Context: an optimization exercise on an open-source flow, tuned for a short achievable clock period and few clock cycles. The choices shown serve that exercise and are no tape-out recipe. In this exercise RTL edits were held to simulation tests only and were not proved equivalent to the original. Power and IR drop assume default switching activity.

**flow/flow/run.sh**
```bash
#!/bin/bash
# The standard synthesis, then the standard layout with the clock delay
# buffers (clkdlybuf4s*) added to the platform's don't-use cells, so that
# port buffers and repairs use plain buffers. Each step logs to its own file.
set -euo pipefail
bash standard.sh synth > synth.log 2>&1
DONT_USE="sky130_fd_sc_hd__probe_p_8 sky130_fd_sc_hd__probec_p_8 sky130_fd_sc_hd__lpflow_bleeder_1 sky130_fd_sc_hd__lpflow_clkbufkapwr_1 sky130_fd_sc_hd__lpflow_clkbufkapwr_16 sky130_fd_sc_hd__lpflow_clkbufkapwr_2 sky130_fd_sc_hd__lpflow_clkbufkapwr_4 sky130_fd_sc_hd__lpflow_clkbufkapwr_8 sky130_fd_sc_hd__lpflow_clkinvkapwr_1 sky130_fd_sc_hd__lpflow_clkinvkapwr_16 sky130_fd_sc_hd__lpflow_clkinvkapwr_2 sky130_fd_sc_hd__lpflow_clkinvkapwr_4 sky130_fd_sc_hd__lpflow_clkinvkapwr_8 sky130_fd_sc_hd__lpflow_decapkapwr_12 sky130_fd_sc_hd__lpflow_decapkapwr_3 sky130_fd_sc_hd__lpflow_decapkapwr_4 sky130_fd_sc_hd__lpflow_decapkapwr_6 sky130_fd_sc_hd__lpflow_decapkapwr_8 sky130_fd_sc_hd__lpflow_inputiso0n_1 sky130_fd_sc_hd__lpflow_inputiso0p_1 sky130_fd_sc_hd__lpflow_inputiso1n_1 sky130_fd_sc_hd__lpflow_inputiso1p_1 sky130_fd_sc_hd__lpflow_inputisolatch_1 sky130_fd_sc_hd__lpflow_isobufsrc_1 sky130_fd_sc_hd__lpflow_isobufsrc_16 sky130_fd_sc_hd__lpflow_isobufsrc_2 sky130_fd_sc_hd__lpflow_isobufsrc_4 sky130_fd_sc_hd__lpflow_isobufsrc_8 sky130_fd_sc_hd__lpflow_isobufsrckapwr_16 sky130_fd_sc_hd__lpflow_lsbuf_lh_hl_isowell_tap_1 sky130_fd_sc_hd__lpflow_lsbuf_lh_hl_isowell_tap_2 sky130_fd_sc_hd__lpflow_lsbuf_lh_hl_isowell_tap_4 sky130_fd_sc_hd__lpflow_lsbuf_lh_isowell_4 sky130_fd_sc_hd__lpflow_lsbuf_lh_isowell_tap_1 sky130_fd_sc_hd__lpflow_lsbuf_lh_isowell_tap_2 sky130_fd_sc_hd__lpflow_lsbuf_lh_isowell_tap_4"
DONT_USE="$DONT_USE sky130_fd_sc_hd__clkdlybuf4s15_1 sky130_fd_sc_hd__clkdlybuf4s15_2 sky130_fd_sc_hd__clkdlybuf4s18_1 sky130_fd_sc_hd__clkdlybuf4s18_2 sky130_fd_sc_hd__clkdlybuf4s25_1 sky130_fd_sc_hd__clkdlybuf4s25_2 sky130_fd_sc_hd__clkdlybuf4s50_1 sky130_fd_sc_hd__clkdlybuf4s50_2"
# Setup repair without its buffer move, which left long chains of small
# buffers on some paths; sizing, swapping and load splitting remain.
bash standard.sh "DONT_USE_CELLS=$DONT_USE" SETUP_MOVE_SEQUENCE=unbuffer,sizeup,swap,split finish > layout.log 2>&1
```
**flow/standard.sh**
```bash
#!/bin/bash
# synth_recipe.tcl (not shown) runs the flow's synth.tcl, then flattens the netlist and writes it again
# the make line also repeats each setting of config.mk as NAME=value (left out here)
make -C /OpenROAD-flow-scripts/flow DESIGN_CONFIG=/design/flow/config.mk WORK_HOME=/design/flow/orfs CLKGATE_MAP_FILE= SYNTH_SCRIPT=/design/flow/synth_recipe.tcl "${@:-finish}"
```
**flow/config.mk**
```make
export PLATFORM = sky130hd
export DESIGN_NAME = mips_pipeline
export DESIGN_NICKNAME = mips_pipeline
export VERILOG_FILES = /design/flow/design.v
export SDC_FILE = /design/flow/constraint.sdc
export NUM_CORES = 4
export LEC_CHECK = 0
export ABC_CLOCK_PERIOD_IN_PS = 2500
export CAP_MARGIN = 20
export CORE_MARGIN = 2
export CORE_UTILIZATION = 40
export SETUP_SLACK_MARGIN = 5
export SLEW_MARGIN = 20
```
**flow/constraint.sdc**
```tcl
create_clock -name core_clock -period 8.0 [get_ports {clk}]
set_input_delay 1.6000 -clock core_clock [delete_from_list [all_inputs] [get_ports {clk}]]
set_output_delay 1.6000 -clock core_clock [all_outputs]
set_load 0.01 [all_outputs]
```
**flow/design.v**
```verilog
`timescale 1ns/1ps
`default_nettype none
package mips_pkg;
  typedef logic [31:0] word_t;
  typedef logic [4:0]  reg_addr_t;
  typedef enum logic [5:0] {
    op_rtype = 6'h00,
    op_j     = 6'h02,
    op_beq   = 6'h04,
    op_addi  = 6'h08,
    op_lw    = 6'h23,
    op_sw    = 6'h2b
  } opcode_e;
  typedef enum logic [5:0] {
    fn_add = 6'h20,
    fn_sub = 6'h22,
    fn_and = 6'h24,
    fn_or  = 6'h25,
    fn_slt = 6'h2a
  } funct_e;
  typedef enum logic [2:0] {
    alu_add,
    alu_sub,
    alu_and,
    alu_or,
    alu_slt
  } alu_op_e;
  typedef enum logic [1:0] {
    fwd_rf,    
    fwd_mem,   
    fwd_wb     
  } fwd_sel_e;
  typedef struct packed {
    logic      valid;
    alu_op_e   alu_op;
    logic      use_imm;
    logic      reg_write;
    logic      is_load;
    logic      is_store;
    logic      is_branch;
    logic      is_jump;
    word_t     rs_val;
    word_t     rt_val;
    reg_addr_t rs;
    reg_addr_t rt;
    reg_addr_t dest;
    word_t     imm;
    word_t     jump_target;
    word_t     pc4;
  } id_ex_t;
  typedef struct packed {
    logic      valid;
    logic      reg_write;
    logic      is_load;
    logic      is_store;
    reg_addr_t dest;
    word_t     alu_result;
    word_t     store_data;   
  } ex_mem_t;
endpackage
`default_nettype wire
`timescale 1ns/1ps
`default_nettype none
module ks_add #(
  parameter int W = 32,
  parameter int L = 5        
) (
  input  logic [W-1:0] a,
  input  logic [W-1:0] b,
  input  logic         cin,
  output logic [W-1:0] s,
  output logic         cout
);
  logic [W-1:0] g [L+1];
  logic [W-1:0] p [L+1];
  always_comb begin
    g[0] = a & b;
    p[0] = a ^ b;
    g[0][0] = (a[0] & b[0]) | ((a[0] ^ b[0]) & cin);
    for (int l = 1; l <= L; l++) begin
      for (int i = 0; i < W; i++) begin
        if (i >= (1 << (l - 1))) begin
          g[l][i] = g[l-1][i] | (p[l-1][i] & g[l-1][i - (1 << (l - 1))]);
          p[l][i] = p[l-1][i] & p[l-1][i - (1 << (l - 1))];
        end else begin
          g[l][i] = g[l-1][i];
          p[l][i] = p[l-1][i];
        end
      end
    end
    s[0] = p[0][0] ^ cin;
    for (int i = 1; i < W; i++) s[i] = p[0][i] ^ g[L][i-1];
    cout = g[L][W-1];
  end
endmodule
module alu_fwd (
  input  logic [31:0] a,         
  input  logic [31:0] b,
  input  logic        sub,
  input  logic        r_sum,
  input  logic        r_and,
  input  logic        r_or,
  input  logic        r_slt,
  input  logic        fa_e,      
  input  logic        fb_e,      
  input  logic        use_imm,   
  input  logic        d_sub,     
  input  logic [31:0] v_a,
  input  logic [31:0] v_b,
  input  logic [31:0] simm,
  output logic [31:0] y,
  output logic [31:0] a_nx,
  output logic [31:0] b_nx,
  output logic [31:0] st_nx
);
  logic [31:0] sum;
  logic        lt;
  ks_add #(.W(32), .L(5)) u_add (.a(a), .b(b), .cin(1'b0), .s(sum), .cout());
  assign lt = (a[31] == b[31]) ? !a[31] : !sum[31];
  assign y  = ({32{r_sum}} & (sum ^ {32{sub}})) | ({32{r_and}} & (a & b)) |
              ({32{r_or}} & (a | b)) | {31'd0, r_slt & lt};
  assign a_nx  = (fa_e ? y : v_a) ^ {32{d_sub}};
  assign b_nx  = (!use_imm && fb_e) ? y : (use_imm ? simm : v_b);
  assign st_nx = fb_e ? y : v_b;
endmodule
module id_cmp (
  input  logic [31:0] a,
  input  logic [31:0] b,
  input  logic        sub,
  input  logic        r_and,
  input  logic        r_or,
  input  logic [31:0] k,
  input  logic        use_ex,
  input  logic        same,
  input  logic [31:0] c_a,
  input  logic [31:0] c_b,
  output logic        eq
);
  logic [31:0] g;
  logic [31:0] o;
  logic [31:0] q;
  logic [31:0] cx;
  logic [31:0] cy;
  logic [31:0] need;
  logic [31:0] make;
  logic        eq_sum;
  logic        eq_and;
  logic        eq_or;
  assign g    = a & b;
  assign o    = a | b;
  assign q    = a ^ b ^ {32{sub}};
  assign cx   = sub ? o : g;
  assign cy   = sub ? g : o;
  assign need = q ^ k;                        
  always_comb begin
    for (int i = 0; i < 32; i++) make[i] = k[i] ? cx[i] : cy[i];    
  end
  assign eq_sum = !need[0] && (make[30:0] == need[31:1]);
  assign eq_and = g == k;
  assign eq_or  = o == k;
  assign eq     = same || (use_ex ? (r_and ? eq_and : r_or ? eq_or : eq_sum) : (c_a == c_b));
endmodule
`default_nettype wire
`timescale 1ns/1ps
`default_nettype none
module mips_pipeline #(
  parameter logic [31:0] RESET_PC = 32'h0
) (
  input  logic        clk,
  input  logic        rst_n,
  input  logic [31:0] imem_data,
  input  logic        ack,
  input  logic [31:0] dat_r,
  output logic [31:0] imem_addr,
  output logic        cyc,
  output logic        stb,
  output logic        we,
  output logic [31:0] adr,
  output logic [31:0] dat_w,
  output logic        retire_valid,
  output logic [4:0]  retire_reg,
  output logic [31:0] retire_data
);
  logic [31:0] pc;
  logic        d_valid;
  logic [31:0] d_instr;
  logic [31:0] d_pc4;
  logic [31:0] d_ra;         
  logic [31:0] d_rb;         
  logic        e_valid;
  logic        e_wr;         
  logic        e_load;
  logic        e_store;
  logic        e_branch;     
  logic        e_pred;       
  logic        e_sub;        
  logic        e_r_sum;      
  logic        e_r_and;
  logic        e_r_or;
  logic        e_r_slt;
  logic [4:0]  e_dest;
  logic [31:0] e_a;          
  logic [31:0] e_b;          
  logic [31:0] e_st;         
  logic [31:0] e_fix_pc;     
  logic        m_wr;
  logic        m_load;
  logic [4:0]  m_dest;
  logic [31:0] m_res;
  logic        b_pend;       
  logic        b_we;
  logic [31:0] b_adr;
  logic [31:0] b_dat;
  logic        w_valid;
  logic [4:0]  w_dest;
  logic [31:0] w_data;
  logic [31:0] regs [32];
  logic freeze;
  logic e_mem;
  assign e_mem  = e_valid && (e_load || e_store);
  assign cyc    = b_pend;
  assign stb    = b_pend;
  assign we     = b_we;
  assign adr    = b_adr;
  assign dat_w  = b_dat;
  assign freeze = b_pend && !ack && (m_load || e_mem);
  logic [31:0] alu_y;
  logic        ex_redirect;
  logic [31:0] e_a_nx;
  logic [31:0] e_b_nx;
  logic [31:0] e_st_nx;
  alu_fwd u_alu (
    .a(e_a), .b(e_b), .sub(e_sub), .r_sum(e_r_sum), .r_and(e_r_and), .r_or(e_r_or),
    .r_slt(e_r_slt), .fa_e(fa_e), .fb_e(fb_e), .use_imm(d_use_imm), .d_sub(d_sub),
    .v_a(v_a), .v_b(v_b), .simm(d_simm), .y(alu_y), .a_nx(e_a_nx), .b_nx(e_b_nx),
    .st_nx(e_st_nx)
  );
  assign ex_redirect = e_valid && e_branch && ((e_a == e_st) != e_pred);
  logic [5:0]  d_op;
  logic [5:0]  d_fn;
  logic [4:0]  d_rs;
  logic [4:0]  d_rt;
  logic [4:0]  d_rd;
  logic [31:0] d_simm;
  logic [31:0] d_btarget;
  logic [31:0] d_fix_pc;
  logic        d_is_r;
  logic        d_alu_r;
  logic        d_addi;
  logic        d_lw;
  logic        d_sw;
  logic        d_beq;
  logic        d_wr;
  logic        d_sub;
  logic        d_use_imm;
  logic [4:0]  d_dest;
  logic        d_pred;
  logic        d_check;
  logic        stall;
  assign d_op   = d_instr[31:26];
  assign d_fn   = d_instr[5:0];
  assign d_rs   = d_instr[25:21];
  assign d_rt   = d_instr[20:16];
  assign d_rd   = d_instr[15:11];
  assign d_simm = {{16{d_instr[15]}}, d_instr[15:0]};
  assign d_btarget = d_pc4 + {d_simm[29:0], 2'b00};
  assign d_is_r  = d_op == 6'h00;
  assign d_alu_r = d_is_r && (d_fn == 6'h20 || d_fn == 6'h22 || d_fn == 6'h24 ||
                              d_fn == 6'h25 || d_fn == 6'h2a);
  assign d_addi  = d_op == 6'h08;
  assign d_lw    = d_op == 6'h23;
  assign d_sw    = d_op == 6'h2b;
  assign d_beq   = d_op == 6'h04 && d_instr[15:0] != 16'h0;
  assign d_dest  = d_is_r ? d_rd : d_rt;
  assign d_wr    = (d_alu_r || d_addi || d_lw) && d_dest != 5'd0;
  assign d_sub   = d_is_r && (d_fn == 6'h22 || d_fn == 6'h2a);
  assign d_use_imm = !d_is_r && !d_beq;
  assign d_pred  = d_beq && (d_instr[15:7] == 9'h000 || d_instr[15:7] == 9'h1ff) &&
                   (d_instr[15] || d_rs == d_rt);
  assign d_check = d_beq && !(d_pred && d_rs == d_rt);
  assign d_fix_pc = d_pred ? d_pc4 : d_btarget;
  logic        sa_e, sa_m, sa_l, sa_w, sb_e, sb_m, sb_l, sb_w;
  logic        k_m, k_w, k_ra, k_rb;    
  logic        fa_e, fa_m, fa_l, fb_e, fb_m, fb_l;
  logic [31:0] v_a;          
  logic [31:0] v_b;
  logic [31:0] c_a;          
  logic [31:0] c_b;
  assign fa_e = sa_e;
  assign fa_m = sa_m;
  assign fa_l = sa_l;
  assign fb_e = sb_e;
  assign fb_m = sb_m;
  assign fb_l = sb_l;
  assign c_a  = ({32{sa_m}} & m_res) | ({32{sa_w}} & w_data) | ({32{!sa_m && !sa_w}} & d_ra);
  assign c_b  = ({32{sb_m}} & m_res) | ({32{sb_w}} & w_data) | ({32{!sb_m && !sb_w}} & d_rb);
  assign v_a  = sa_l ? dat_r : c_a;
  assign v_b  = sb_l ? dat_r : c_b;
  assign stall = d_valid && e_load && (sa_e || sb_e);
  logic [31:0] d_k;
  logic        d_eq;
  logic        d_res;        
  logic        id_redirect;
  assign d_k  = ({32{k_m}} & m_res) | ({32{k_w}} & w_data) | ({32{k_ra}} & d_ra) |
                ({32{k_rb}} & d_rb);
  id_cmp u_cmp (
    .a(e_a), .b(e_b), .sub(e_sub), .r_and(e_r_and), .r_or(e_r_or), .k(d_k),
    .use_ex(fa_e || fb_e), .same(d_rs == d_rt), .c_a(c_a), .c_b(c_b), .eq(d_eq)
  );
  assign d_res = 1'b0;
  assign id_redirect = d_valid && d_res && (d_eq != d_pred);
  logic [31:0] pc4;
  logic        if_jump;
  logic        if_pred;
  logic [31:0] if_btarget;
  assign pc4       = pc + 32'd4;
  assign imem_addr = pc;
  assign if_jump   = imem_data[31:26] == 6'h02;
  logic        if_short;
  logic [7:0]  if_lo;
  logic [22:0] if_hi_p;
  logic [22:0] if_hi_m;
  logic        if_sel_p;
  logic        if_sel_m;
  logic        if_sel_0;
  assign if_short  = imem_data[15:7] == 9'h000 || imem_data[15:7] == 9'h1ff;
  assign if_pred   = imem_data[31:26] == 6'h04 && if_short &&
                     (imem_data[15] || imem_data[25:21] == imem_data[20:16]);
  ks_add #(.W(7), .L(3)) u_if_add (.a(pc4[8:2]), .b(imem_data[6:0]), .cin(1'b0),
                                   .s(if_lo[6:0]), .cout(if_lo[7]));
  assign if_hi_p  = pc4[31:9] + 23'd1;
  assign if_hi_m  = pc4[31:9] - 23'd1;
  assign if_sel_p = !imem_data[15] && if_lo[7];
  assign if_sel_m = imem_data[15] && !if_lo[7];
  assign if_sel_0 = !(if_sel_p || if_sel_m);
  assign if_btarget = {({23{if_sel_p}} & if_hi_p) | ({23{if_sel_m}} & if_hi_m) |
                       ({23{if_sel_0}} & pc4[31:9]), if_lo[6:0], 2'b00};
  logic [31:0] pc_nf;
  logic [31:0] pc_other;
  logic        s_ex, s_st, s_pr, s_j, s_4, sel_id;
  logic        d_valid_nf;
  always_comb begin
    s_ex = ex_redirect;
    s_st = !ex_redirect && stall;
    s_pr = !ex_redirect && !stall && if_pred;
    s_j  = !ex_redirect && !stall && if_jump;
    s_4  = !ex_redirect && !stall && !if_pred && !if_jump;
    pc_other = ({32{s_ex}} & e_fix_pc) | ({32{s_st}} & pc) | ({32{s_pr}} & if_btarget) |
               ({32{s_j}} & {pc4[31:28], imem_data[25:0], 2'b00}) | ({32{s_4}} & pc4);
    sel_id = id_redirect && !ex_redirect && !stall;
    pc_nf  = sel_id ? d_fix_pc : pc_other;
    if (s_ex || sel_id) d_valid_nf = 1'b0;
    else if (s_st)      d_valid_nf = d_valid;
    else                d_valid_nf = !if_jump;
  end
  always_ff @(posedge clk or negedge rst_n) begin
    if (!rst_n) begin
      pc      <= RESET_PC;
      d_valid <= 1'b0;
    end else if (!freeze) begin
      pc      <= pc_nf;
      d_valid <= d_valid_nf;
    end
  end
  logic [4:0]  f_rs;
  logic [4:0]  f_rt;
  logic [31:0] f_ra;
  logic [31:0] f_rb;
  assign f_rs = imem_data[25:21];
  assign f_rt = imem_data[20:16];
  assign f_ra = (f_rs == 5'd0) ? 32'd0 :
                (w_valid && w_dest == f_rs) ? w_data : regs[f_rs];
  assign f_rb = (f_rt == 5'd0) ? 32'd0 :
                (w_valid && w_dest == f_rt) ? w_data : regs[f_rt];
  logic n_ae, n_am, n_aw, n_be, n_bm, n_bw;
  assign n_ae = f_rs != 5'd0 && d_valid && d_wr && d_dest == f_rs;
  assign n_am = f_rs != 5'd0 && e_valid && e_wr && e_dest == f_rs && !n_ae;
  assign n_aw = f_rs != 5'd0 && m_wr && m_dest == f_rs && !n_ae && !n_am;
  assign n_be = f_rt != 5'd0 && d_valid && d_wr && d_dest == f_rt;
  assign n_bm = f_rt != 5'd0 && e_valid && e_wr && e_dest == f_rt && !n_be;
  assign n_bw = f_rt != 5'd0 && m_wr && m_dest == f_rt && !n_be && !n_bm;
  always_ff @(posedge clk) begin
    if (!freeze && !stall) begin
      d_instr <= imem_data;
      d_pc4   <= pc4;
      d_ra    <= f_ra;
      d_rb    <= f_rb;
      sa_e    <= n_ae;
      sa_m    <= n_am;
      sa_l    <= n_am && e_load;
      sa_w    <= n_aw;
      sb_e    <= n_be;
      sb_m    <= n_bm;
      sb_l    <= n_bm && e_load;
      sb_w    <= n_bw;
      k_m     <= n_ae ? n_bm : n_am;
      k_w     <= n_ae ? n_bw : n_aw;
      k_ra    <= !n_ae && !n_am && !n_aw;
      k_rb    <= n_ae && !n_bm && !n_bw;
    end else begin
      if (w_valid && w_dest == d_rs) d_ra <= w_data;
      if (w_valid && w_dest == d_rt) d_rb <= w_data;
      if (!freeze) begin
        sa_e <= 1'b0;
        sa_m <= sa_e;
        sa_l <= sa_e && e_load;
        sa_w <= sa_m && !sa_e;
        sb_e <= 1'b0;
        sb_m <= sb_e;
        sb_l <= sb_e && e_load;
        sb_w <= sb_m && !sb_e;
        k_m  <= sa_e;
        k_w  <= sa_m && !sa_e;
        k_ra <= !sa_e && !sa_m;
        k_rb <= 1'b0;
      end
    end
  end
  logic d_go;
  assign d_go = d_valid && !stall && !ex_redirect;
  always_ff @(posedge clk or negedge rst_n) begin
    if (!rst_n) begin
      e_valid  <= 1'b0;
      e_wr     <= 1'b0;
      e_load   <= 1'b0;
      e_store  <= 1'b0;
      e_branch <= 1'b0;
    end else if (!freeze) begin
      e_valid  <= d_go;
      e_wr     <= d_go && d_wr;
      e_load   <= d_go && d_lw;
      e_store  <= d_go && d_sw;
      e_branch <= d_go && d_check && !d_res;
    end
  end
  always_ff @(posedge clk) begin
    if (!freeze) begin
      e_pred   <= d_pred;
      e_sub    <= d_sub;
      e_r_sum  <= !(d_is_r && (d_fn == 6'h24 || d_fn == 6'h25 || d_fn == 6'h2a));
      e_r_and  <= d_is_r && d_fn == 6'h24;
      e_r_or   <= d_is_r && d_fn == 6'h25;
      e_r_slt  <= d_is_r && d_fn == 6'h2a;
      e_dest   <= d_dest;
      e_fix_pc <= d_fix_pc;
      e_a      <= e_a_nx;
      e_b      <= e_b_nx;
      e_st     <= e_st_nx;
    end
  end
  always_ff @(posedge clk or negedge rst_n) begin
    if (!rst_n) begin
      m_wr   <= 1'b0;
      m_load <= 1'b0;
      b_pend <= 1'b0;
    end else begin
      if (!freeze) begin
        m_wr   <= e_valid && e_wr;
        m_load <= e_valid && e_load;
      end
      if (!freeze && e_mem) begin
        b_pend <= 1'b1;
      end else if (ack) begin
        b_pend <= 1'b0;
      end
    end
  end
  always_ff @(posedge clk) begin
    if (!freeze) begin
      m_dest <= e_dest;
      m_res  <= alu_y;
    end
    if (!freeze && e_mem) begin
      b_we  <= e_store;
      b_adr <= alu_y;
      b_dat <= e_st;
    end
  end
  always_ff @(posedge clk or negedge rst_n) begin
    if (!rst_n) begin
      w_valid <= 1'b0;
    end else begin
      w_valid <= !freeze && m_wr;
    end
  end
  always_ff @(posedge clk) begin
    if (!freeze) begin
      w_dest <= m_dest;
      w_data <= m_load ? dat_r : m_res;
    end
  end
  always_ff @(posedge clk) begin
    if (w_valid) begin
      regs[w_dest] <= w_data;
    end
  end
  assign retire_valid = w_valid;
  assign retire_reg   = w_dest;
  assign retire_data  = w_data;
endmodule
`default_nettype wire
```
==> reports/metrics.csv, run 1 <==
metric,value,unit
status,finished clean,
routed_wl,289000,um
dr_total_vias,50800,
hp-start,d_pc4[0],
drv_slew,0,
htreeDepth,4,
ys_warn_count,8,
finalSetupTns,0,ps
worst-path-buf-inv,0,
die_y,436,um
maxCapViolCount,0,
crit_arrival,4320,ps
finalCriticalPeriod,3750,ps
vdd_drop_max,0.166,mV
reg2reg_depth,12,
whs_path_depth,0,
synth_top_area_cell,edfxtp_1,
dp_hpwl,149000,um
drcViolationCount,0,
gp_congestion,0.905,
max_stage_delay,460,ps
area_growth,20.8,%
ant_nets,0,
path_cells,ha_4 -> fa_2 -> a211o_1 -> a2111oi_4 -> a2bb2oi_4 -> o221a_4 -> nor2b_4 -> o21ai_4 -> a311o_1 -> o211ai_1 -> a21oi_1 -> xnor2_1,
grt_antenna_before_repair,25,
first_pass_iters,9,
track_usage,28.8,%
crit_fanout,4,
worst_slew_pin_slew,1150,ps
powerDensity,252,nW/um2
layout_commonest_cell,edfxtp_1,
min_path_type,flip-flop to flip-flop,
synthTopCellsByArea,"edfxtp_1, mux4_2, ha_1",
slew-limit-headroom,23.1,%
stdcell_area,90200,um2
avgSynthCellArea,16.2,um2
clock-sinks,1480,
reg2reg_slack,4250,ps
rows,158,
grt_pass1_vias,47800,
drtIter0Drc,8429,
overflow,0,
io_pins,204,
die_w,436,um
largest_register,regs,
drive_gt1_share,35.2,%
final-setup-viol-count,0,
rsz0062_at_grt,true,
timing.rr.start,e_a[0],
holdWs,427,ps
synth-seq-cells,1480,
fmax,266,MHz
wl_per_cell,37.8,um
finish.utilization,48.7,%
final_cell_mix,"edfxtp_1, mux4_2, nand2_1, clkbuf_16, buf_2",
min_period_over_period,46.9,%
portBuffers,203,
holdPathEnd,e_fix_pc[0],
synth.distinct_cells,110,
path_class,flip-flop to flip-flop,
largest_reg_flops,1024,
r2r-end,e_a[28],
cts_hold_buf,0,
cp-start-kind,flip-flop,
finalPower,22.8,mW
cts_tree,done,
cts-root-buf,clkbuf_16,
syn_nets,4801,
p_leak,30.1,nW
critPathSlowestCell,edfxtp_1,
nets,5203,
async_flop_share,2.84,%
cts_inserted_buffers,154,
grt_max_degree,158,
placed_cell_area,78900,um2
core_area,185000,um2
clock_path_buffers,3,
synth_area,74700,um2
seq_area_frac_synth,59.2,%
ys.flop_type,edfxtp_1,
crit_family,compound AO/OA/AOI/OAI gates,
insertion_delay,830,ps
synth_edf_count,1438,
path_clk_slew,60,ps
fp.dieArea,190000,um2
grt_pass1_wl,383000,um
cp.required,8560,ps
synth_top_area_share,57.8,%
start_util,40.3,%
syn-instance-count,4626,
worstSetupEndpointType,flip-flop,
viasPerCell,6.66,
skew,32.9,ps
hold_viol_final,0,
-- synth_stat cells (56+ instances only) --
cell type / instances
edfxtp_1: 1438
mux4_2: 627
nand2_1: 258
clkbuf_1: 233
o21ai_0: 166
xnor2_1: 141
inv_1: 137
a21oi_1: 125
nor2_1: 113
ha_1: 105
xor2_1: 103
mux2i_1: 99
a211oi_1: 79
nor3_1: 72
nor2b_1: 70
buf_1: 69
a22o_1: 67
a21o_1: 61
nand3_1: 56
-- power breakdown --
part	switching, mW	internal (mW)	total, mW
Combinational	3.28	1.99	5.27
Sequential	0.675	9.76	10.4
Clock	3.16	3.92	7.08
Total	7.12	15.7	22.8
-- timing repair --
action | 4_1_cts | 5_1_grt
pin swaps | 219 | 136
buffers inserted | 191 | 39
setup endpoints to repair | 1249 | 835
hold endpoints to repair | 0 | 0
gates cloned | 0 | 0
gates resized for setup | 1004 | 308
-- cells by family (layout without fill, tap and decap cells) --
| logic type | after synthesis | in the layout | share of synthesized area (%) |
|---|---|---|---|
| and+or+nand+nor | 777 | 777 | 5.43 |
| muxes | 774 | 774 | 20.9 |
| adders and majority gates | 108 | 108 | 1.84 |
| other | 0 | 9 | 0 |
| xor gates and xnor gates | 250 | 250 | 3.07 |
| buffers and inverters | 466 | 991 | 2.45 |
| DFF | 1480 | 1480 | 59.2 |
| AOI/OAI and AO/OA | 771 | 771 | 7.07 |
-- worst max-delay path by stage --
stage,slack [ps],end,from,depth (start not counted)
floorplan,2300,e_a[0],ack,5
global placement,2130,d_rb[22],imem_data[19],7
detailed placement,2500,d_rb[23],ack,9
CTS,4240,e_a[28],e_a[0],12
global route,4090,e_a[28],e_a[0],12
finish,4250,e_a[28],e_a[0],12
-- routing by layer --
layer	vias to the layer above	global-route usage [%]	part of all wire, %
li1	19800	-	-
met1	26300	38.7	36
met2	3941	42.8	44
met3	797	8.36	13
met4	18	14.0	6.6
met5	-	0	0.075
-- per-stage QoR --
stage          cells  setup WS [ps]
2_1_floorplan   4626           2300
3_3_place_gp    7120           2130
3_5_place_dp    7122           2500
4_1_cts         7592           4240
5_1_grt         7639           4090
6_report        7640           4250
-- area by class of cell --
cell class                      count  area (um2)
Tap cell                         2480        3100
Fill cell                       15400       95200
Sequential cell                  1480       44300
Multi-Input combinational cell   2680       31700
Timing Repair Buffer              568        5740
Antenna cell                        9        22.5
Clock buffer                      185        4010
Clock inverter                     94         812
Inverter                          144         593
-- worst register-to-register path, cell delays in order (launching register included) --
cell       delay (ps)
edfxtp_1          460
ha_4              230
fa_2              370
a211o_1           310
a2111oi_4         460
a2bb2oi_4         260
o221a_4           270
nor2b_4           210
o21ai_4            90
a311o_1           280
o211ai_1          240
a21oi_1           170
xnor2_1           160
Testbench counts, summed over its fixed seeds: cycles 18,860.
==> inputs of run 2 (changes only) <==
--- a/flow/design.v
+++ b/flow/design.v
@@ -123,43 +123,6 @@
   assign b_nx  = (!use_imm && fb_e) ? y : (use_imm ? simm : v_b);
   assign st_nx = fb_e ? y : v_b;
 endmodule
-module id_cmp (
-  input  logic [31:0] a,
-  input  logic [31:0] b,
-  input  logic        sub,
-  input  logic        r_and,
-  input  logic        r_or,
-  input  logic [31:0] k,
-  input  logic        use_ex,
-  input  logic        same,
-  input  logic [31:0] c_a,
-  input  logic [31:0] c_b,
-  output logic        eq
-);
-  logic [31:0] g;
-  logic [31:0] o;
-  logic [31:0] q;
-  logic [31:0] cx;
-  logic [31:0] cy;
-  logic [31:0] need;
-  logic [31:0] make;
-  logic        eq_sum;
-  logic        eq_and;
-  logic        eq_or;
-  assign g    = a & b;
-  assign o    = a | b;
-  assign q    = a ^ b ^ {32{sub}};
-  assign cx   = sub ? o : g;
-  assign cy   = sub ? g : o;
-  assign need = q ^ k;                        
-  always_comb begin
-    for (int i = 0; i < 32; i++) make[i] = k[i] ? cx[i] : cy[i];    
-  end
-  assign eq_sum = !need[0] && (make[30:0] == need[31:1]);
-  assign eq_and = g == k;
-  assign eq_or  = o == k;
-  assign eq     = same || (use_ex ? (r_and ? eq_and : r_or ? eq_or : eq_sum) : (c_a == c_b));
-endmodule
 `default_nettype wire
 `timescale 1ns/1ps
 `default_nettype none
@@ -280,7 +243,6 @@
   assign d_check = d_beq && !(d_pred && d_rs == d_rt);
   assign d_fix_pc = d_pred ? d_pc4 : d_btarget;
   logic        sa_e, sa_m, sa_l, sa_w, sb_e, sb_m, sb_l, sb_w;
-  logic        k_m, k_w, k_ra, k_rb;    
   logic        fa_e, fa_m, fa_l, fb_e, fb_m, fb_l;
   logic [31:0] v_a;          
   logic [31:0] v_b;
@@ -297,17 +259,30 @@
   assign v_a  = sa_l ? dat_r : c_a;
   assign v_b  = sb_l ? dat_r : c_b;
   assign stall = d_valid && e_load && (sa_e || sb_e);
-  logic [31:0] d_k;
+  logic [31:0] x_p;
+  logic [31:0] x_g;
+  logic [31:0] x_o;
+  logic        z_sum;
+  logic        z_and;
+  logic        z_or;
+  logic        ex_zero;
+  logic        case_z;
+  logic        case_r;
   logic        d_eq;
   logic        d_res;        
   logic        id_redirect;
-  assign d_k  = ({32{k_m}} & m_res) | ({32{k_w}} & w_data) | ({32{k_ra}} & d_ra) |
-                ({32{k_rb}} & d_rb);
-  id_cmp u_cmp (
-    .a(e_a), .b(e_b), .sub(e_sub), .r_and(e_r_and), .r_or(e_r_or), .k(d_k),
-    .use_ex(fa_e || fb_e), .same(d_rs == d_rt), .c_a(c_a), .c_b(c_b), .eq(d_eq)
-  );
-  assign d_res = 1'b0;
+  assign x_p   = e_a ^ e_b;
+  assign x_g   = e_a & e_b;
+  assign x_o   = e_a | e_b;
+  assign z_sum = !(x_p[0] ^ e_sub) &&
+                 ((e_sub ? x_g[30:0] : x_o[30:0]) == (x_p[31:1] ^ {31{e_sub}}));
+  assign z_and = x_g == 32'd0;
+  assign z_or  = x_o == 32'd0;
+  assign ex_zero = e_r_and ? z_and : e_r_or ? z_or : z_sum;
+  assign case_z = ((d_rt == 5'd0 && fa_e) || (d_rs == 5'd0 && fb_e)) && !e_r_slt;
+  assign case_r = !fa_e && !fb_e && !sa_m && !sa_w && !sb_m && !sb_w;
+  assign d_res  = d_check && (case_z || case_r);
+  assign d_eq   = (d_rs == d_rt) || (case_z ? ex_zero : (d_ra == d_rb));
   assign id_redirect = d_valid && d_res && (d_eq != d_pred);
   logic [31:0] pc4;
   logic        if_jump;
@@ -393,10 +368,6 @@
       sb_m    <= n_bm;
       sb_l    <= n_bm && e_load;
       sb_w    <= n_bw;
-      k_m     <= n_ae ? n_bm : n_am;
-      k_w     <= n_ae ? n_bw : n_aw;
-      k_ra    <= !n_ae && !n_am && !n_aw;
-      k_rb    <= n_ae && !n_bm && !n_bw;
     end else begin
       if (w_valid && w_dest == d_rs) d_ra <= w_data;
       if (w_valid && w_dest == d_rt) d_rb <= w_data;
@@ -409,10 +380,6 @@
         sb_m <= sb_e;
         sb_l <= sb_e && e_load;
         sb_w <= sb_m && !sb_e;
-        k_m  <= sa_e;
-        k_w  <= sa_m && !sa_e;
-        k_ra <= !sa_e && !sa_m;
-        k_rb <= 1'b0;
       end
     end
   end
==> flow/flow/run.sh (replaced) <==
#!/bin/bash
# The standard synthesis, then the standard layout with the clock delay
# buffers (clkdlybuf4s*) added to the platform's don't-use cells, so that
# port buffers and repairs use plain buffers. Each step logs to its own file.
set -euo pipefail
bash standard.sh synth > synth.log 2>&1
DONT_USE="sky130_fd_sc_hd__probe_p_8 sky130_fd_sc_hd__probec_p_8 sky130_fd_sc_hd__lpflow_bleeder_1 sky130_fd_sc_hd__lpflow_clkbufkapwr_1 sky130_fd_sc_hd__lpflow_clkbufkapwr_16 sky130_fd_sc_hd__lpflow_clkbufkapwr_2 sky130_fd_sc_hd__lpflow_clkbufkapwr_4 sky130_fd_sc_hd__lpflow_clkbufkapwr_8 sky130_fd_sc_hd__lpflow_clkinvkapwr_1 sky130_fd_sc_hd__lpflow_clkinvkapwr_16 sky130_fd_sc_hd__lpflow_clkinvkapwr_2 sky130_fd_sc_hd__lpflow_clkinvkapwr_4 sky130_fd_sc_hd__lpflow_clkinvkapwr_8 sky130_fd_sc_hd__lpflow_decapkapwr_12 sky130_fd_sc_hd__lpflow_decapkapwr_3 sky130_fd_sc_hd__lpflow_decapkapwr_4 sky130_fd_sc_hd__lpflow_decapkapwr_6 sky130_fd_sc_hd__lpflow_decapkapwr_8 sky130_fd_sc_hd__lpflow_inputiso0n_1 sky130_fd_sc_hd__lpflow_inputiso0p_1 sky130_fd_sc_hd__lpflow_inputiso1n_1 sky130_fd_sc_hd__lpflow_inputiso1p_1 sky130_fd_sc_hd__lpflow_inputisolatch_1 sky130_fd_sc_hd__lpflow_isobufsrc_1 sky130_fd_sc_hd__lpflow_isobufsrc_16 sky130_fd_sc_hd__lpflow_isobufsrc_2 sky130_fd_sc_hd__lpflow_isobufsrc_4 sky130_fd_sc_hd__lpflow_isobufsrc_8 sky130_fd_sc_hd__lpflow_isobufsrckapwr_16 sky130_fd_sc_hd__lpflow_lsbuf_lh_hl_isowell_tap_1 sky130_fd_sc_hd__lpflow_lsbuf_lh_hl_isowell_tap_2 sky130_fd_sc_hd__lpflow_lsbuf_lh_hl_isowell_tap_4 sky130_fd_sc_hd__lpflow_lsbuf_lh_isowell_4 sky130_fd_sc_hd__lpflow_lsbuf_lh_isowell_tap_1 sky130_fd_sc_hd__lpflow_lsbuf_lh_isowell_tap_2 sky130_fd_sc_hd__lpflow_lsbuf_lh_isowell_tap_4"
DONT_USE="$DONT_USE sky130_fd_sc_hd__clkdlybuf4s15_1 sky130_fd_sc_hd__clkdlybuf4s15_2 sky130_fd_sc_hd__clkdlybuf4s18_1 sky130_fd_sc_hd__clkdlybuf4s18_2 sky130_fd_sc_hd__clkdlybuf4s25_1 sky130_fd_sc_hd__clkdlybuf4s25_2 sky130_fd_sc_hd__clkdlybuf4s50_1 sky130_fd_sc_hd__clkdlybuf4s50_2"
bash standard.sh "DONT_USE_CELLS=$DONT_USE" finish > layout.log 2>&1
==> run 2 against run 1 <==
  * Clock skew grew 7.9 ps
  * Clock power rose by 5.8%
  * Wire length up 2.5%
  * Synthesized cell count grew 6.2%
  * Final cell count up 12%
  * Register-to-register slack worse by 40 ps
  * Flip-flop and latch count unchanged
  * Cell area grew 7.8%
  * Sequential share of layout area is 3.5 points lower
  * Die area rose by 2.3%
  * Critical endpoint is now pc[2]
==> reports/metrics.csv, run 2 <==
metric,value,unit,change
ant_nets,0,,unchanged
drv_slew,0,,unchanged
synth_top_area_share,56.5,%,was 57.8%
fp.dieArea,195000,um2,"was 190,000 um2"
insertion_delay,840,ps,was 830 ps
async_flop_share,2.84,%,unchanged
layout_commonest_cell,edfxtp_1,,unchanged
path_class,flip-flop to flip-flop,,unchanged
gp_congestion,0.951,,was 0.905
hp-start,d_pc4[1],,was d_pc4[0]
pwr-share-seq,41.4,%,was 45.8%
final_cell_mix,"edfxtp_1, mux4_2, buf_1, nand2_1, buf_2",,"was edfxtp_1, mux4_2, nand2_1, clkbuf_16, buf_2"
fmax,263,MHz,was 266 MHz
min_path_type,flip-flop to flip-flop,,unchanged
avgSynthCellArea,15.6,um2,was 16.2 um2
powerDensity,255,nW/um2,was 252 nW/um2
grt_pass1_vias,52200,,"was 47,800"
worst-path-buf-inv,30,,was 0
ys.flop_type,edfxtp_1,,unchanged
final-setup-viol-count,0,,unchanged
io_pins,204,,unchanged
status,finished clean,,unchanged
rsz0062_at_grt,true,,unchanged
max_stage_delay,400,ps,was 460 ps
dr_total_vias,55200,,"was 50,800"
grt_max_degree,157,,was 158
routed_wl,296000,um,"was 289,000 um"
cp.required,8700,ps,was 8560 ps
p_switching,7.78,mW,was 7.12 mW
crit_arrival,4500,ps,was 4320 ps
finalCriticalPeriod,3800,ps,was 3750 ps
portBuffers,203,,unchanged
finish.utilization,51.2,%,was 48.7%
largest_reg_flops,1024,,unchanged
cpMostUsedCell,buf_1,,
layout.cells.non_filler,8534,,"was 7,640"
drcViolationCount,0,,unchanged
finalPower,24.8,mW,was 22.8 mW
wl_per_cell,34.6,um,was 37.8 um
p_leak,32.9,nW,was 30.1 nW
crit_fanout,2,,was 4
yosys-top-cells-count,"edfxtp_1, mux4_2, nand2_1, clkbuf_1, o21ai_0",,unchanged
p_comb_share,28.4,%,was 23.1%
die_w,441,um,was 436 um
synth.distinct_cells,106,,was 110
finalSetupTns,0,ps,unchanged
skew,40.8,ps,was 32.9 ps
largest_register,regs,,unchanged
synthTopCellsByArea,"edfxtp_1, mux4_2, xnor2_1",,"was edfxtp_1, mux4_2, ha_1"
cts_inserted_buffers,160,,was 154
area_growth,27.1,%,was 20.8%
clkPwrFrac,30.2,%,was 31.1%
first_pass_iters,6,,was 9
rows,160,,was 158
viasPerCell,6.47,,was 6.66
min_period_over_period,47.5,%,was 46.9%
p_sw_share,31.4,%,was 31.2%
die_y,441,um,was 436 um
drtIter0Drc,7712,,"was 8,429"
synth-seq-cells,1480,,unchanged
seq_area_frac_synth,57.8,%,was 59.2%
synth_top_area_cell,edfxtp_1,,unchanged
slew-limit-headroom,22.6,%,was 23.1%
cts_hold_buf,0,,unchanged
synth_edf_count,1438,,unchanged
path_clk_slew,60,ps,about the same
drive_gt1_share,36.3,%,was 35.2%
worstSetupStartpoint,d_pc4[2],,was e_a[0]
dp_hpwl,164000,um,"was 149,000 um"
worst_slew_pin_slew,1160,ps,was 1150 ps
maxCapViolCount,0,,unchanged
overflow,0,,unchanged
crit_family,buffers and inverters,,was compound AO/OA/AOI/OAI gates
synth_area,76500,um2,"was 74,700 um2"
internal_power,17.0,mW,was 15.7 mW
hold_viol_final,0,,unchanged
critPathSlowestCell,edfxtp_1,,unchanged
core_area,190000,um2,"was 185,000 um2"
ys_warn_count,7,,was 8
worstSetupEndpointType,flip-flop,,unchanged
yosysMostFrequentCell,edfxtp_1,,unchanged
placed_cell_area,80400,um2,"was 78,900 um2"
nets,6065,,"was 5,203"
clock_path_buffers,3,,unchanged
grt_antenna_before_repair,23,,was 25
syn-instance-count,4914,,"was 4,626"
timing.rr.start,d_pc4[2],,was e_a[0]
track_usage,29.3,%,was 28.8%
grt_pass1_wl,402000,um,"was 383,000 um"
stdcell_area,97200,um2,"was 90,200 um2"
cts-root-buf,clkbuf_16,,unchanged
cp-start-kind,flip-flop,,unchanged
htreeDepth,4,,unchanged
cts_tree,done,,unchanged
vdd_drop_max,0.202,mV,was 0.166 mV
start_util,40.3,%,about the same
clock-sinks,1480,,unchanged
syn_nets,5089,,"was 4,801"
dp_cells,7408,,"was 7,122"
-- run 2: cell types whose count changed in the layout (fill, tap and decap cells not counted), moves of 35 or more --
cell	before	now
clkbuf_2	8	43
nand2_1	242	288
buf_4	38	75
buf_6	106	204
buf_2	141	221
buf_1	126	438
-- run 2: repair_timing --
| action | CTS | global route |
|---|---|---|
| gates resized for setup | 965 | 404 |
| setup endpoints to repair | 1272 | 492 |
| endpoints found under the hold margin | 0 | 0 |
| gates cloned | 59 | 28 |
| buffers inserted | 538 | 206 |
| pin swaps | 226 | 162 |
-- run 2: area by class of cell --
class / instances / area (um2)
Antenna cell: 10 / 25.0
Clock buffer: 199 / 4230
Clock inverter: 86 / 995
Fill cell: 15500 / 92800
Inverter: 145 / 583
Multi-Input combinational cell: 2939 / 34000
Sequential cell: 1480 / 44300
Tap cell: 2511 / 3140
Timing Repair Buffer: 1163 / 10000
Timing Repair inverter: 1 / 5.00
-- run 2: final timing paths --
path | end | slack, ps | cells after the start
min in group asynchronous | pc[10] | 920 | 1
max in group asynchronous | m_load | 5680 | 2
worst max register to register | pc[2] | 4200 | 33
worst min register to register | e_fix_pc[1] | 460 | 0
worst min-delay path | e_fix_pc[1] | 460 | 0
worst max-delay path | pc[2] | 4200 | 33
-- run 2: worst reg2reg max path: cells and delay by family (launching register included) --
kind	cells	cell delay (ps)
AO/OA/AOI/OAI	1	60
AND/OR/NAND/NOR	1	80
buffers and inverters	30	2840
flip-flops	1	400
multiplexers	1	270
-- run 2: cell families (layout without fill, tap and decap cells) --
kind of cell	Yosys count	after routing	share of synthesized area, %
other	0	10	0
flip-flops	1480	1480	57.8
adder cells (fa/ha/maj)	108	108	1.80
multiplexers	810	810	21.0
AO/OA/AOI/OAI	791	794	7.08
buffers and inverters	504	1594	2.58
XOR/XNOR	301	301	3.52
AND/OR/NAND/NOR	920	926	6.17
-- run 2: power groups by stage --
stage	logic, mW	registers [mW]	clock network (mW)
global placement	4.31	10.6	0
floorplan	2.56	10.6	0
finish	7.06	10.3	7.49
CTS	6.36	10.3	7.56
global route	7.38	10.3	7.86
detailed placement	4.34	10.6	0
-- run 2: metrics by stage --
step / hold WS [ps] / setup slack, ps
after floorplan: 426 / 2260
after global placement: 446 / 2450
after detailed placement: 448 / 2440
after CTS: 465 / 4420
after global routing: 480 / 4000
final: 458 / 4200
-- run 2: per-layer routing --
layer  track usage, %  part of all wire [%]
met5                0                 0.053
met4             13.5                   6.1
met3             6.75                    11
met2             46.5                    46
met1             38.5                    36
Testbench counts of run 2, summed over its fixed seeds: cycles 18,384.
==> inputs of run 3 (changes only) <==
--- a/flow/flow/run.sh
+++ b/flow/flow/run.sh
@@ -6,4 +6,6 @@
 bash standard.sh synth > synth.log 2>&1
 DONT_USE="sky130_fd_sc_hd__probe_p_8 sky130_fd_sc_hd__probec_p_8 sky130_fd_sc_hd__lpflow_bleeder_1 sky130_fd_sc_hd__lpflow_clkbufkapwr_1 sky130_fd_sc_hd__lpflow_clkbufkapwr_16 sky130_fd_sc_hd__lpflow_clkbufkapwr_2 sky130_fd_sc_hd__lpflow_clkbufkapwr_4 sky130_fd_sc_hd__lpflow_clkbufkapwr_8 sky130_fd_sc_hd__lpflow_clkinvkapwr_1 sky130_fd_sc_hd__lpflow_clkinvkapwr_16 sky130_fd_sc_hd__lpflow_clkinvkapwr_2 sky130_fd_sc_hd__lpflow_clkinvkapwr_4 sky130_fd_sc_hd__lpflow_clkinvkapwr_8 sky130_fd_sc_hd__lpflow_decapkapwr_12 sky130_fd_sc_hd__lpflow_decapkapwr_3 sky130_fd_sc_hd__lpflow_decapkapwr_4 sky130_fd_sc_hd__lpflow_decapkapwr_6 sky130_fd_sc_hd__lpflow_decapkapwr_8 sky130_fd_sc_hd__lpflow_inputiso0n_1 sky130_fd_sc_hd__lpflow_inputiso0p_1 sky130_fd_sc_hd__lpflow_inputiso1n_1 sky130_fd_sc_hd__lpflow_inputiso1p_1 sky130_fd_sc_hd__lpflow_inputisolatch_1 sky130_fd_sc_hd__lpflow_isobufsrc_1 sky130_fd_sc_hd__lpflow_isobufsrc_16 sky130_fd_sc_hd__lpflow_isobufsrc_2 sky130_fd_sc_hd__lpflow_isobufsrc_4 sky130_fd_sc_hd__lpflow_isobufsrc_8 sky130_fd_sc_hd__lpflow_isobufsrckapwr_16 sky130_fd_sc_hd__lpflow_lsbuf_lh_hl_isowell_tap_1 sky130_fd_sc_hd__lpflow_lsbuf_lh_hl_isowell_tap_2 sky130_fd_sc_hd__lpflow_lsbuf_lh_hl_isowell_tap_4 sky130_fd_sc_hd__lpflow_lsbuf_lh_isowell_4 sky130_fd_sc_hd__lpflow_lsbuf_lh_isowell_tap_1 sky130_fd_sc_hd__lpflow_lsbuf_lh_isowell_tap_2 sky130_fd_sc_hd__lpflow_lsbuf_lh_isowell_tap_4"
 DONT_USE="$DONT_USE sky130_fd_sc_hd__clkdlybuf4s15_1 sky130_fd_sc_hd__clkdlybuf4s15_2 sky130_fd_sc_hd__clkdlybuf4s18_1 sky130_fd_sc_hd__clkdlybuf4s18_2 sky130_fd_sc_hd__clkdlybuf4s25_1 sky130_fd_sc_hd__clkdlybuf4s25_2 sky130_fd_sc_hd__clkdlybuf4s50_1 sky130_fd_sc_hd__clkdlybuf4s50_2"
-bash standard.sh "DONT_USE_CELLS=$DONT_USE" finish > layout.log 2>&1
+# Setup repair without its buffer move, which left long chains of small
+# buffers on some paths; sizing, swapping and load splitting remain.
+bash standard.sh "DONT_USE_CELLS=$DONT_USE" SETUP_MOVE_SEQUENCE=unbuffer,sizeup,swap,split finish > layout.log 2>&1
==> run 3 against run 2 <==
  * Sequential power hardly changed
  * Critical path type unchanged
  * Worst setup slack worse by 250 ps
  * Global-route usage is 0.26 points higher
  * Flip-flop and latch count stayed put
  * Non-clock buffer count is 605 lower
  * Still clean on timing, DRC and antenna
==> reports/metrics.csv, run 3 <==
metric,value,unit,change
status,finished clean,,unchanged
gp_congestion,0.951,,unchanged
worstSetupStartpoint,e_a[7],,was d_pc4[2]
path_class,flip-flop to flip-flop,,unchanged
layout.cells.non_filler,7920,,"was 8,534"
synth_top_area_cell,edfxtp_1,,unchanged
area_growth,20.9,%,was 27.1%
cts-root-buf,clkbuf_16,,unchanged
synth_top_area_share,56.5,%,unchanged
hold_viol_final,0,,unchanged
multi_input_area,33600,um2,"was 34,000 um2"
finalSetupTns,0,ps,unchanged
wl_per_cell,37.4,um,was 34.6 um
first_pass_iters,7,,was 6
cp-endpoint,pc[29],,was pc[2]
route.met3.wl,34900,um,"was 32,900 um"
skew,33.4,ps,was 40.8 ps
grt_pass1_vias,50200,,"was 52,200"
drtIter0Drc,7960,,"was 7,712"
dp_hpwl,164000,um,unchanged
clkPwrFrac,31.4,%,was 30.2%
layout_commonest_cell,edfxtp_1,,unchanged
grt_antenna_before_repair,21,,was 23
pwr-share-seq,44.0,%,was 41.4%
insertion_delay,830,ps,was 840 ps
wl_met2,136000,um,"was 137,000 um"
synth-seq-cells,1480,,unchanged
synthTopCellsByArea,"edfxtp_1, mux4_2, xnor2_1",,unchanged
fmax,247,MHz,was 263 MHz
syn_nets,5089,,unchanged
rsz0062_at_grt,true,,unchanged
fp.dieArea,195000,um2,unchanged
powerDensity,259,nW/um2,was 255 nW/um2
synth_area,76500,um2,unchanged
slew-limit-headroom,22.3,%,was 22.6%
p_sw_share,31.6,%,was 31.4%
seqCellArea,44300,um2,about the same
ant_nets,0,,unchanged
internal_power,16.4,mW,was 17.0 mW
p_leak,30.6,nW,was 32.9 nW
ys.flop_type,edfxtp_1,,unchanged
drv_slew,0,,unchanged
yosysMostFrequentCell,edfxtp_1,,unchanged
vdd_drop_max,0.212,mV,was 0.202 mV
highest_layer,met5,,unchanged
final-setup-viol-count,0,,unchanged
reg2reg_depth,11,,was 33
nets,5450,,"was 6,065"
crit_fanout,9,,was 2
worstSetupEndpointType,flip-flop,,unchanged
largest_register,regs,,unchanged
core_area,190000,um2,unchanged
nFillCells,15800,,"was 15,500"
portBuffers,203,,unchanged
dp_cells,7408,,unchanged
clock_path_buffers,3,,unchanged
timing.rr.start,e_a[7],,was d_pc4[2]
p_switching,7.57,mW,was 7.78 mW
avgSynthCellArea,15.6,um2,unchanged
r2r-end,pc[29],,was pc[2]
track_usage,29.6,%,was 29.3%
final_cell_mix,"edfxtp_1, mux4_2, nand2_1, clkbuf_16, xnor2_1",,"was edfxtp_1, mux4_2, buf_1, nand2_1, buf_2"
overflow,0,,unchanged
yosys-top-cells-count,"edfxtp_1, mux4_2, nand2_1, clkbuf_1, o21ai_0",,unchanged
cp.required,8710,ps,was 8700 ps
crit_arrival,4760,ps,was 4500 ps
p_comb_share,24.6,%,was 28.4%
dr_total_vias,52700,,"was 55,200"
routed_wl,296000,um,about the same
die_y,441,um,unchanged
grt_max_degree,157,,unchanged
reg2reg_slack,3950,ps,was 4200 ps
viasPerCell,6.66,,was 6.47
grt_pass1_wl,402000,um,about the same
maxCapViolCount,0,,unchanged
largest_reg_flops,1024,,unchanged
seq_area_frac_synth,57.8,%,unchanged
async_flop_share,2.84,%,unchanged
min_period_over_period,50.6,%,was 47.5%
rows,160,,unchanged
die_w,441,um,unchanged
finalPower,23.9,mW,was 24.8 mW
drcViolationCount,0,,unchanged
cp-start-kind,flip-flop,,unchanged
htreeDepth,4,,unchanged
cts_inserted_buffers,160,,unchanged
clock-sinks,1480,,unchanged
drive_gt1_share,34.7,%,was 36.3%
io_pins,204,,unchanged
worst_slew_pin_slew,1160,ps,about the same
cts_tree,done,,unchanged
synth.distinct_cells,106,,unchanged
finalCriticalPeriod,4050,ps,was 3800 ps
syn-instance-count,4914,,unchanged
m1WireLength,108000,um,about the same
start_util,40.3,%,unchanged
min_path_type,flip-flop to flip-flop,,unchanged
path_clk_slew,60,ps,about the same
synth_edf_count,1438,,unchanged
whs_path_depth,0,,unchanged
ys_warn_count,7,,unchanged
[run 3: cell counts after synthesis]
Identical to the previous run, type by type.
[run 3: how the worst min path moves through the flow]
stage	start	endpoint	slack, ps
2_1_floorplan	d_pc4[0]	e_fix_pc[0]	430
3_3_place_gp	d_pc4[1]	e_fix_pc[1]	450
3_5_place_dp	d_pc4[0]	e_fix_pc[0]	450
4_1_cts	d_pc4[1]	e_fix_pc[1]	460
5_1_grt	d_pc4[1]	e_fix_pc[1]	480
6_report	d_pc4[1]	e_fix_pc[1]	460
[run 3: power groups by stage]
| stage | Clock, mW | Combinational (mW) | Sequential, mW |
|---|---|---|---|
| after detailed placement | 0 | 4.34 | 10.6 |
| after global routing | 7.85 | 6.16 | 10.6 |
| after CTS | 7.56 | 5.53 | 10.5 |
| after global placement | 0 | 4.31 | 10.6 |
| after floorplan | 0 | 2.56 | 10.6 |
| final | 7.50 | 5.90 | 10.5 |
[run 3: final cells by class]
cell class                 count  area share (%)
timing repair buffer         558            6.07
antenna                       11          0.0298
inverter                     145           0.630
sequential                  1480            47.9
clock inverter                86            1.08
clock buffer                 199            4.58
tap                         2511            3.40
multi-input combinational   2930            36.3
[run 3: routing by layer]
layer / vias up / track usage (%)
met3: 718 / 6.87
met5: - / 0
li1: 20700 / -
met2: 3754 / 45.8
met1: 27500 / 39.4
met4: 10 / 14.6
[run 3: kinds of logic (layout without fill, tap and decap cells)]
| logic type | count (synthesis) | count (layout) | synth area share (%) |
|---|---|---|---|
| AND/OR/NAND/NOR | 920 | 920 | 6.17 |
| adder cells (fa/ha/maj) | 108 | 108 | 1.80 |
| buffers and inverters | 504 | 988 | 2.58 |
| flip-flops | 1480 | 1480 | 57.8 |
| other | 0 | 11 | 0 |
| AO/OA/AOI/OAI | 791 | 791 | 7.08 |
| XOR/XNOR | 301 | 301 | 3.52 |
| multiplexers | 810 | 810 | 21.0 |
[run 3: critical path, cell delays in order (launching register included)]
cell      delay [ps]
edfxtp_1         420
inv_1            100
ha_4             390
o22ai_1          160
or3_4            360
o31ai_4          320
nand4_1          210
nor4_4           440
or3_4            270
nand4_1          550
or3_1            580
o211a_1          120
[run 3: what timing repair did]
item,in CTS,in global routing
pin swaps,217,151
setup endpoints to repair,1272,656
hold buffers,0,0
setup buffers,191,25
gates resized for setup,1035,364
[run 3: stage by stage]
step           worst slack [ps]  util (%)  cell area [um2]  hold WS (ps)
2_1_floorplan              2260         -            77800           426
3_3_place_gp               2450      42.3            80300           446
3_5_place_dp               2440      42.3            80400           448
4_1_cts                    4120      47.9            90900           465
5_1_grt                    3950      48.7            92500           481
6_report                   3950      48.7            92500           457
==> inputs of run 4 (changes only) <==
--- a/flow/design.v
+++ b/flow/design.v
@@ -238,7 +238,7 @@
   assign d_wr    = (d_alu_r || d_addi || d_lw) && d_dest != 5'd0;
   assign d_sub   = d_is_r && (d_fn == 6'h22 || d_fn == 6'h2a);
   assign d_use_imm = !d_is_r && !d_beq;
-  assign d_pred  = d_beq && (d_instr[15:7] == 9'h000 || d_instr[15:7] == 9'h1ff) &&
+  assign d_pred  = d_beq && (d_instr[15:5] == 11'h000 || d_instr[15:5] == 11'h7ff) &&
                    (d_instr[15] || d_rs == d_rt);
   assign d_check = d_beq && !(d_pred && d_rs == d_rt);
   assign d_fix_pc = d_pred ? d_pc4 : d_btarget;
@@ -292,24 +292,24 @@
   assign imem_addr = pc;
   assign if_jump   = imem_data[31:26] == 6'h02;
   logic        if_short;
-  logic [7:0]  if_lo;
-  logic [22:0] if_hi_p;
-  logic [22:0] if_hi_m;
+  logic [5:0]  if_lo;
+  logic [24:0] if_hi_p;
+  logic [24:0] if_hi_m;
   logic        if_sel_p;
   logic        if_sel_m;
   logic        if_sel_0;
-  assign if_short  = imem_data[15:7] == 9'h000 || imem_data[15:7] == 9'h1ff;
+  assign if_short  = imem_data[15:5] == 11'h000 || imem_data[15:5] == 11'h7ff;
   assign if_pred   = imem_data[31:26] == 6'h04 && if_short &&
                      (imem_data[15] || imem_data[25:21] == imem_data[20:16]);
-  ks_add #(.W(7), .L(3)) u_if_add (.a(pc4[8:2]), .b(imem_data[6:0]), .cin(1'b0),
-                                   .s(if_lo[6:0]), .cout(if_lo[7]));
-  assign if_hi_p  = pc4[31:9] + 23'd1;
-  assign if_hi_m  = pc4[31:9] - 23'd1;
-  assign if_sel_p = !imem_data[15] && if_lo[7];
-  assign if_sel_m = imem_data[15] && !if_lo[7];
+  ks_add #(.W(5), .L(3)) u_if_add (.a(pc4[6:2]), .b(imem_data[4:0]), .cin(1'b0),
+                                   .s(if_lo[4:0]), .cout(if_lo[5]));
+  assign if_hi_p  = pc4[31:7] + 25'd1;
+  assign if_hi_m  = pc4[31:7] - 25'd1;
+  assign if_sel_p = !imem_data[15] && if_lo[5];
+  assign if_sel_m = imem_data[15] && !if_lo[5];
   assign if_sel_0 = !(if_sel_p || if_sel_m);
-  assign if_btarget = {({23{if_sel_p}} & if_hi_p) | ({23{if_sel_m}} & if_hi_m) |
-                       ({23{if_sel_0}} & pc4[31:9]), if_lo[6:0], 2'b00};
+  assign if_btarget = {({25{if_sel_p}} & if_hi_p) | ({25{if_sel_m}} & if_hi_m) |
+                       ({25{if_sel_0}} & pc4[31:7]), if_lo[4:0], 2'b00};
   logic [31:0] pc_nf;
   logic [31:0] pc_other;
   logic        s_ex, s_st, s_pr, s_j, s_4, sel_id;
==> flow/flow/run.sh (replaced) <==
#!/bin/bash
# The standard synthesis, then the standard layout with the clock delay
# buffers (clkdlybuf4s*) added to the platform's don't-use cells, so that
# port buffers and repairs use plain buffers. Each step logs to its own file.
set -euo pipefail
bash standard.sh synth > synth.log 2>&1
DONT_USE="sky130_fd_sc_hd__probe_p_8 sky130_fd_sc_hd__probec_p_8 sky130_fd_sc_hd__lpflow_bleeder_1 sky130_fd_sc_hd__lpflow_clkbufkapwr_1 sky130_fd_sc_hd__lpflow_clkbufkapwr_16 sky130_fd_sc_hd__lpflow_clkbufkapwr_2 sky130_fd_sc_hd__lpflow_clkbufkapwr_4 sky130_fd_sc_hd__lpflow_clkbufkapwr_8 sky130_fd_sc_hd__lpflow_clkinvkapwr_1 sky130_fd_sc_hd__lpflow_clkinvkapwr_16 sky130_fd_sc_hd__lpflow_clkinvkapwr_2 sky130_fd_sc_hd__lpflow_clkinvkapwr_4 sky130_fd_sc_hd__lpflow_clkinvkapwr_8 sky130_fd_sc_hd__lpflow_decapkapwr_12 sky130_fd_sc_hd__lpflow_decapkapwr_3 sky130_fd_sc_hd__lpflow_decapkapwr_4 sky130_fd_sc_hd__lpflow_decapkapwr_6 sky130_fd_sc_hd__lpflow_decapkapwr_8 sky130_fd_sc_hd__lpflow_inputiso0n_1 sky130_fd_sc_hd__lpflow_inputiso0p_1 sky130_fd_sc_hd__lpflow_inputiso1n_1 sky130_fd_sc_hd__lpflow_inputiso1p_1 sky130_fd_sc_hd__lpflow_inputisolatch_1 sky130_fd_sc_hd__lpflow_isobufsrc_1 sky130_fd_sc_hd__lpflow_isobufsrc_16 sky130_fd_sc_hd__lpflow_isobufsrc_2 sky130_fd_sc_hd__lpflow_isobufsrc_4 sky130_fd_sc_hd__lpflow_isobufsrc_8 sky130_fd_sc_hd__lpflow_isobufsrckapwr_16 sky130_fd_sc_hd__lpflow_lsbuf_lh_hl_isowell_tap_1 sky130_fd_sc_hd__lpflow_lsbuf_lh_hl_isowell_tap_2 sky130_fd_sc_hd__lpflow_lsbuf_lh_hl_isowell_tap_4 sky130_fd_sc_hd__lpflow_lsbuf_lh_isowell_4 sky130_fd_sc_hd__lpflow_lsbuf_lh_isowell_tap_1 sky130_fd_sc_hd__lpflow_lsbuf_lh_isowell_tap_2 sky130_fd_sc_hd__lpflow_lsbuf_lh_isowell_tap_4"
DONT_USE="$DONT_USE sky130_fd_sc_hd__clkdlybuf4s15_1 sky130_fd_sc_hd__clkdlybuf4s15_2 sky130_fd_sc_hd__clkdlybuf4s18_1 sky130_fd_sc_hd__clkdlybuf4s18_2 sky130_fd_sc_hd__clkdlybuf4s25_1 sky130_fd_sc_hd__clkdlybuf4s25_2 sky130_fd_sc_hd__clkdlybuf4s50_1 sky130_fd_sc_hd__clkdlybuf4s50_2"
bash standard.sh "DONT_USE_CELLS=$DONT_USE" finish > layout.log 2>&1
==> run 4 against run 3 <==
  * Synthesized cell count down 0.41%
  * Worst setup slack better by 220 ps
  * Critical endpoint is now pc[2]
  * Cell area up 4.0%
  * Count of clock-buffer cells in the layout down 17
  * Register-to-register slack better by 220 ps
  * Combinational power up 19%
  * Sequential share of layout area down 1.9 points
  * Via count up 3.1%
  * Maximum frequency up 5.8%
  * Synthesized area down 0.64%
==> reports/metrics.csv, run 4 <==
metric,value,unit,change
io_pins,204,,unchanged
cp-start-kind,flip-flop,,unchanged
wl_per_cell,34.3,um,was 37.4 um
grt_antenna_before_repair,23,,was 21
path_clk_slew,60,ps,about the same
ys.flop_type,edfxtp_1,,unchanged
drtIter0Drc,7663,,"was 7,960"
finalCriticalPeriod,3830,ps,was 4050 ps
whs_path_depth,2,,was 0
drv_slew,0,,unchanged
finalSetupTns,0,ps,unchanged
synth.distinct_cells,92,,was 106
first_pass_iters,8,,was 7
synth_edf_count,1438,,unchanged
insertion_delay,830,ps,about the same
die_w,440,um,was 441 um
slew-limit-headroom,27.1,%,was 22.3%
gp_congestion,0.935,,was 0.951
max_stage_delay,380,ps,was 580 ps
portBuffers,203,,unchanged
worstSetupEndpointType,flip-flop,,unchanged
synth-seq-cells,1480,,unchanged
die_y,440,um,was 441 um
yosysMostFrequentCell,edfxtp_1,,unchanged
multi_input_area,33900,um2,"was 33,600 um2"
cts_tree,done,,unchanged
crit_arrival,4470,ps,was 4760 ps
cp.required,8650,ps,was 8710 ps
nFillCells,15400,,"was 15,800"
skew,38.4,ps,was 33.4 ps
grt_pass1_wl,394000,um,"was 402,000 um"
reg2reg_slack,4170,ps,was 3950 ps
synth_top_area_cell,edfxtp_1,,unchanged
htreeDepth,4,,unchanged
synthTopCellsByArea,"edfxtp_1, mux4_2, xnor2_1",,unchanged
min_path_type,flip-flop to flip-flop,,unchanged
routed_wl,289000,um,"was 296,000 um"
holdPathEnd,e_wr,,was e_fix_pc[1]
fp.dieArea,193000,um2,"was 195,000 um2"
ys_warn_count,7,,unchanged
area_growth,26.6,%,was 20.9%
timing.rr.start,d_pc4[2],,was e_a[7]
maxCapViolCount,0,,unchanged
cts-root-buf,clkbuf_16,,unchanged
crit_fanout,2,,was 9
synth_top_area_share,56.8,%,was 56.5%
grt_max_degree,96,,was 157
clock-sinks,1480,,unchanged
largest_reg_flops,1024,,unchanged
worst_slew_pin_slew,1090,ps,was 1160 ps
cpMostUsedCell,buf_1,,
seqCellArea,44300,um2,about the same
viasPerCell,6.44,,was 6.66
r2r-end,pc[2],,was pc[29]
seq_area_frac_synth,58.2,%,was 57.8%
avgSynthCellArea,15.5,um2,was 15.6 um2
cts_inserted_buffers,155,,was 160
fmax,261,MHz,was 247 MHz
path_class,flip-flop to flip-flop,,unchanged
stdcell_area,96200,um2,"was 92,500 um2"
final-setup-viol-count,0,,unchanged
track_usage,28.8,%,was 29.6%
dp_hpwl,164000,um,about the same
grt_pass1_vias,51400,,"was 50,200"
syn-instance-count,4894,,"was 4,914"
finalPower,24.8,mW,was 23.9 mW
hp-start,e_wr,,was d_pc4[1]
status,finished clean,,unchanged
clock_path_buffers,3,,unchanged
dr_total_vias,54300,,"was 52,700"
reg2reg_depth,32,,was 11
overflow,0,,unchanged
critPathSlowestCell,edfxtp_1,,was or3_1
drive_gt1_share,37.5,%,was 34.7%
drcViolationCount,0,,unchanged
nets,5978,,"was 5,450"
rows,159,,was 160
min_period_over_period,47.8,%,was 50.6%
rsz0062_at_grt,true,,unchanged
cts_hold_buf,0,,unchanged
ant_nets,0,,unchanged
yosys-top-cells-count,"edfxtp_1, mux4_2, nand2_1, clkbuf_1, a21oi_1",,"was edfxtp_1, mux4_2, nand2_1, clkbuf_1, o21ai_0"
layout_commonest_cell,edfxtp_1,,unchanged
vdd_drop_max,0.236,mV,was 0.212 mV
holdWs,471,ps,was 457 ps
largest_register,regs,,unchanged
hold_viol_final,0,,unchanged
synth_area,76000,um2,"was 76,500 um2"
powerDensity,258,nW/um2,was 259 nW/um2
async_flop_share,2.84,%,unchanged
syn_nets,5068,,"was 5,089"
p_leak,32.4,nW,was 30.6 nW
placed_cell_area,80100,um2,"was 80,400 um2"
final_cell_mix,"edfxtp_1, mux4_2, buf_1, nand2_1, buf_2",,"was edfxtp_1, mux4_2, nand2_1, clkbuf_16, xnor2_1"
core_area,188000,um2,"was 190,000 um2"
start_util,40.4,%,was 40.3%
## run 4: worst max-delay path by stage
stage / start / end / depth (start not counted)
6_report: d_pc4[2] / pc[2] / 32
5_1_grt: d_pc4[2] / pc[2] / 32
4_1_cts: pc[6] / pc[28] / 13
3_5_place_dp: imem_data[17] / d_rb[10] / 7
3_3_place_gp: imem_data[17] / d_rb[10] / 7
2_1_floorplan: ack / e_a[0] / 5
## run 4: what timing repair did
action / 4_1_cts / 5_1_grt
setup buffers: 478 / 203
resized for setup: 835 / 507
cloned: 52 / 31
endpoints found under the setup margin: 1253 / 331
pin swaps: 205 / 203
## run 4: layout make-up
class	instances	area share (%)
Timing Repair Buffer	1096	9.43
Inverter	149	0.640
Multi-Input combinational cell	2916	35.3
Sequential cell	1480	46.0
Antenna cell	7	0.0182
Clock buffer	182	4.22
Timing Repair inverter	6	0.0377
Clock inverter	100	1.13
Tap cell	2495	3.25
## run 4: per-stage QoR
stage | utilization (%) | instances | worst slack (ps)
after detailed placement | 42.6 | 7377 | 2650
after CTS | 49.1 | 8189 | 4370
after global routing | 51.1 | 8430 | 4090
final | 51.1 | 8431 | 4170
after floorplan | - | 4894 | 2300
after global placement | 42.5 | 7376 | 2680
## run 4: cells by family after synthesis
group	share of synthesized area, %
adders and majority gates	1.79
xor gates and xnor gates	3.66
muxes	21.0
buffers and inverters	2.56
DFF	58.2
AOI/OAI and AO/OA	6.94
and+or+nand+nor	5.85
## run 4: metal layers
layer | global-route usage, % | share of wire, % | vias up
li1 | - | - | 21700
met1 | 37.8 | 37 | 28000
met2 | 45.2 | 46 | 3788
met3 | 6.29 | 11 | 849
met4 | 14.6 | 6.2 | 14
met5 | 0 | 0.028 | -
## run 4: critical path, delay by kind of cell (launching register included)
kind,cells,cell delay [ps]
flops,1,380
compound gates,2,210
buf+inv,29,2800
mux,1,270
## run 4: where the power goes
group | internal, mW | total, mW | switching (mW)
Clock | 4.24 | 7.48 | 3.23
Sequential | 9.87 | 10.3 | 0.456
Combinational | 2.83 | 7.01 | 4.18
Testbench counts of run 4, summed over its fixed seeds: cycles 18,384.

-- re-timing with driven ports --
The results above use ideal ports. As a check the final layouts listed here were re-extracted and re-timed, cells and wires unchanged. Step 1 assumes that a clkbuf_16 drives the clock port and a buf_2 every other input. Step 2, shift: input delay + t, output delay - t, t = (earliest + latest rising clock arrival at the registers) / 2. This alone moves slack from input paths to output paths. Three values: no drivers, after step 1, after step 2; two values: the first two.
run	shift t [ns]	setup WS [ns]	cell pins on the clock port's net
run 1	0.917	4.246 / 4.246 / 3.507	1
run 2	0.915	4.202 / 4.202 / 3.436	1
run 3	0.907	3.951 / 3.951 / 3.201	1
run 4	0.909	4.174 / 4.174 / 3.566	1
After both steps setup and hold are still met in every run listed. The setup slack of run 2, which loses most, moves by 0.000 ns with the drivers and by -0.766 ns with both steps.
